This is an optimization exercise on Yosys and OpenROAD, whose aim is small area, a short achievable clock period and few clock cycles per item, not a production implementation. Power is estimated from default activity; no workload was simulated.

==> module feeder_regs, before the edit <==
module feeder_regs #(
    parameter feeder_pkg::bus_addr_t BUS_BASE = 32'hC400_0000
) (
    input  logic                  clk_i,
    input  logic                  rst_i,
    input  logic                  host_strobe_i,
    input  logic                  host_rw_i,
    input  feeder_pkg::bus_addr_t host_addr_i,
    input  feeder_pkg::bus_data_t host_wdata_i,
    output logic                  host_ready_o,
    output feeder_pkg::bus_data_t host_rdata_o,
    input  logic                  busy_i,
    output feeder_pkg::xfer_cfg_t cfg_o,
    output logic                  start_o
);
    localparam feeder_pkg::bus_addr_t ADDR_DRAM_ADDR = BUS_BASE + feeder_pkg::REG_DRAM_ADDR;
    localparam feeder_pkg::bus_addr_t ADDR_DRAM_LEN  = BUS_BASE + feeder_pkg::REG_DRAM_LEN;
    localparam feeder_pkg::bus_addr_t ADDR_XFER      = BUS_BASE + feeder_pkg::REG_XFER;
    localparam feeder_pkg::bus_addr_t ADDR_SRAM_IDX  = BUS_BASE + feeder_pkg::REG_SRAM_IDX;
    localparam feeder_pkg::bus_addr_t ADDR_DATA_TYPE = BUS_BASE + feeder_pkg::REG_DATA_TYPE;
    localparam feeder_pkg::bus_addr_t ADDR_BUSY      = BUS_BASE + feeder_pkg::REG_BUSY;
    logic        wr_en;
    logic        rd_en;
    logic [30:0] addr_q;    
    logic        addr_set_q;
    logic [14:0] idx_q;
    logic        idx_set_q;
    logic        busy_q;
    assign wr_en = host_strobe_i && host_rw_i;
    assign rd_en = host_strobe_i && !host_rw_i;
    always_ff @(posedge clk_i) begin
        if (rst_i) begin
            start_o <= 1'b0;
        end else begin
            start_o <= wr_en && (host_addr_i == ADDR_XFER);
        end
    end
    always_ff @(posedge clk_i) begin
        if (rst_i) begin
            addr_set_q   <= 1'b0;
            idx_set_q    <= 1'b0;
            cfg_o.weight <= 1'b0;
        end else if (wr_en) begin
            if (host_addr_i == ADDR_DRAM_ADDR) begin
                addr_set_q <= 1'b1;
            end
            if (host_addr_i == ADDR_SRAM_IDX) begin
                idx_set_q <= 1'b1;
            end
            if (host_addr_i == ADDR_DATA_TYPE) begin
                cfg_o.weight <= host_wdata_i[0];
            end
        end
    end
    always_ff @(posedge clk_i) begin
        if (wr_en) begin
            if (host_addr_i == ADDR_DRAM_ADDR) begin
                addr_q <= host_wdata_i[31:1];
            end
            if (host_addr_i == ADDR_SRAM_IDX) begin
                idx_q <= feeder_pkg::sram_idx_t'(host_wdata_i);
            end
            if (host_addr_i == ADDR_DRAM_LEN) begin
                cfg_o.len <= feeder_pkg::len_t'(host_wdata_i);
            end
        end
    end
    assign cfg_o.addr     = {addr_q & {31{addr_set_q}}, 1'b0};
    assign cfg_o.sram_idx = idx_q & {15{idx_set_q}};
    always_ff @(posedge clk_i) begin
        if (rst_i) begin
            host_ready_o <= 1'b0;
        end else begin
            host_ready_o <= host_strobe_i;
        end
    end
    always_ff @(posedge clk_i) begin
        if (rst_i) begin
            busy_q <= 1'b0;
        end else if (rd_en && (host_addr_i == ADDR_BUSY)) begin
            busy_q <= busy_i || start_o;
        end
    end
    assign host_rdata_o = feeder_pkg::bus_data_t'(busy_q);
endmodule
Settings: LEC_CHECK=0, ABC_CLOCK_PERIOD_IN_PS=2500, CAP_MARGIN=20, CORE_AREA=5 5 235 235, DIE_AREA=0 0 240 240, SETUP_SLACK_MARGIN=2.5, SLEW_MARGIN=20; clock period 5.0 ns.
standard.sh (not shown) runs the stock make flow with config.mk's settings and CLKGATE_MAP_FILE= SYNTH_SCRIPT=/design/flow/synth_recipe.tcl, a recipe that flattens the netlist after the stock synthesis.
==> flow/flow/run.sh <==
#!/bin/bash
# Standard ORFS layout, with the port buffers made of the smallest buffer cell.
set -euo pipefail
export BUFFER_PORTS_ARGS="-buffer_cell sky130_fd_sc_hd__buf_1"
bash standard.sh finish > standard.log 2>&1
Next try:
--- a/flow/design.v
+++ b/flow/design.v
@@ -54,57 +54,45 @@
     localparam feeder_pkg::bus_addr_t ADDR_SRAM_IDX  = BUS_BASE + feeder_pkg::REG_SRAM_IDX;
     localparam feeder_pkg::bus_addr_t ADDR_DATA_TYPE = BUS_BASE + feeder_pkg::REG_DATA_TYPE;
     localparam feeder_pkg::bus_addr_t ADDR_BUSY      = BUS_BASE + feeder_pkg::REG_BUSY;
     logic        wr_en;
     logic        rd_en;
     logic [30:0] addr_q;    
-    logic        addr_set_q;
-    logic [14:0] idx_q;
-    logic        idx_set_q;
     logic        busy_q;
     assign wr_en = host_strobe_i && host_rw_i;
     assign rd_en = host_strobe_i && !host_rw_i;
     always_ff @(posedge clk_i) begin
         if (rst_i) begin
             start_o <= 1'b0;
         end else begin
             start_o <= wr_en && (host_addr_i == ADDR_XFER);
         end
     end
     always_ff @(posedge clk_i) begin
         if (rst_i) begin
-            addr_set_q   <= 1'b0;
-            idx_set_q    <= 1'b0;
+            addr_q       <= '0;
+            cfg_o.sram_idx <= '0;
             cfg_o.weight <= 1'b0;
         end else if (wr_en) begin
             if (host_addr_i == ADDR_DRAM_ADDR) begin
-                addr_set_q <= 1'b1;
+                addr_q <= host_wdata_i[31:1];
             end
             if (host_addr_i == ADDR_SRAM_IDX) begin
-                idx_set_q <= 1'b1;
+                cfg_o.sram_idx <= feeder_pkg::sram_idx_t'(host_wdata_i);
             end
             if (host_addr_i == ADDR_DATA_TYPE) begin
                 cfg_o.weight <= host_wdata_i[0];
             end
         end
     end
     always_ff @(posedge clk_i) begin
-        if (wr_en) begin
-            if (host_addr_i == ADDR_DRAM_ADDR) begin
-                addr_q <= host_wdata_i[31:1];
-            end
-            if (host_addr_i == ADDR_SRAM_IDX) begin
-                idx_q <= feeder_pkg::sram_idx_t'(host_wdata_i);
-            end
-            if (host_addr_i == ADDR_DRAM_LEN) begin
-                cfg_o.len <= feeder_pkg::len_t'(host_wdata_i);
-            end
+        if (wr_en && (host_addr_i == ADDR_DRAM_LEN)) begin
+            cfg_o.len <= feeder_pkg::len_t'(host_wdata_i);
         end
     end
-    assign cfg_o.addr     = {addr_q & {31{addr_set_q}}, 1'b0};
-    assign cfg_o.sram_idx = idx_q & {15{idx_set_q}};
+    assign cfg_o.addr = {addr_q, 1'b0};
     always_ff @(posedge clk_i) begin
         if (rst_i) begin
             host_ready_o <= 1'b0;
         end else begin
             host_ready_o <= host_strobe_i;
         end
=> The new run finished clean; design area goes down by about 0.4%; total power goes up by 1.2%; clock skew hardly moves; via count goes up by 0.94%; routed wire length goes down by about 10%; synthesized area goes up by about 1.6%; cell count goes up by about 2%; worst setup slack gains 83 ps; die area stays the same; global-route usage goes down by 2.7 points; clock-buffer cell count goes up by 1; non-clock buffer count goes down by 18; combinational power goes down by about 1%.
No run of this note included a check of the RTL's function; only the layout flow was run.

[afterwards: timing with drivers on the ports]
In the flow no input, the clock included, has a driving cell. The finished layouts below were timed again as built, in two steps. Step 1 (the two cells are an assumption about what drives the block):
set clk [get_ports {clk_i}]
set_driving_cell -lib_cell sky130_fd_sc_hd__clkbuf_16 $clk
set_driving_cell -lib_cell sky130_fd_sc_hd__buf_2 [delete_from_list [all_inputs] $clk]
Step 2 adds t to the input delays and takes it off the output delays; t is the mean of the earliest and latest rising clock arrival at the registers after step 1. Input paths then give back, and output paths get back, about the clock's delay inside the block. Slacks: no drivers / after step 1 / after step 2; pairs: no drivers / after step 1.
run | shift t [ns] | slack for setup (ns) | worst setup path after step 2 | slew at the worst register clock pin (ns) | worst data-port slew with drivers (ns)
the first run | 0.497 | 2.505 / 2.505 / 2.187 | input to register | 0.09 / 0.09 | 0.24
the second run | 0.504 | 2.588 / 2.588 / 2.144 | input to register | 0.08 / 0.08 | 0.24
After both steps every run listed still meets setup and hold. The setup slack of the second run, which loses most, moves by 0.000 ns with the drivers and by -0.444 ns with both steps.
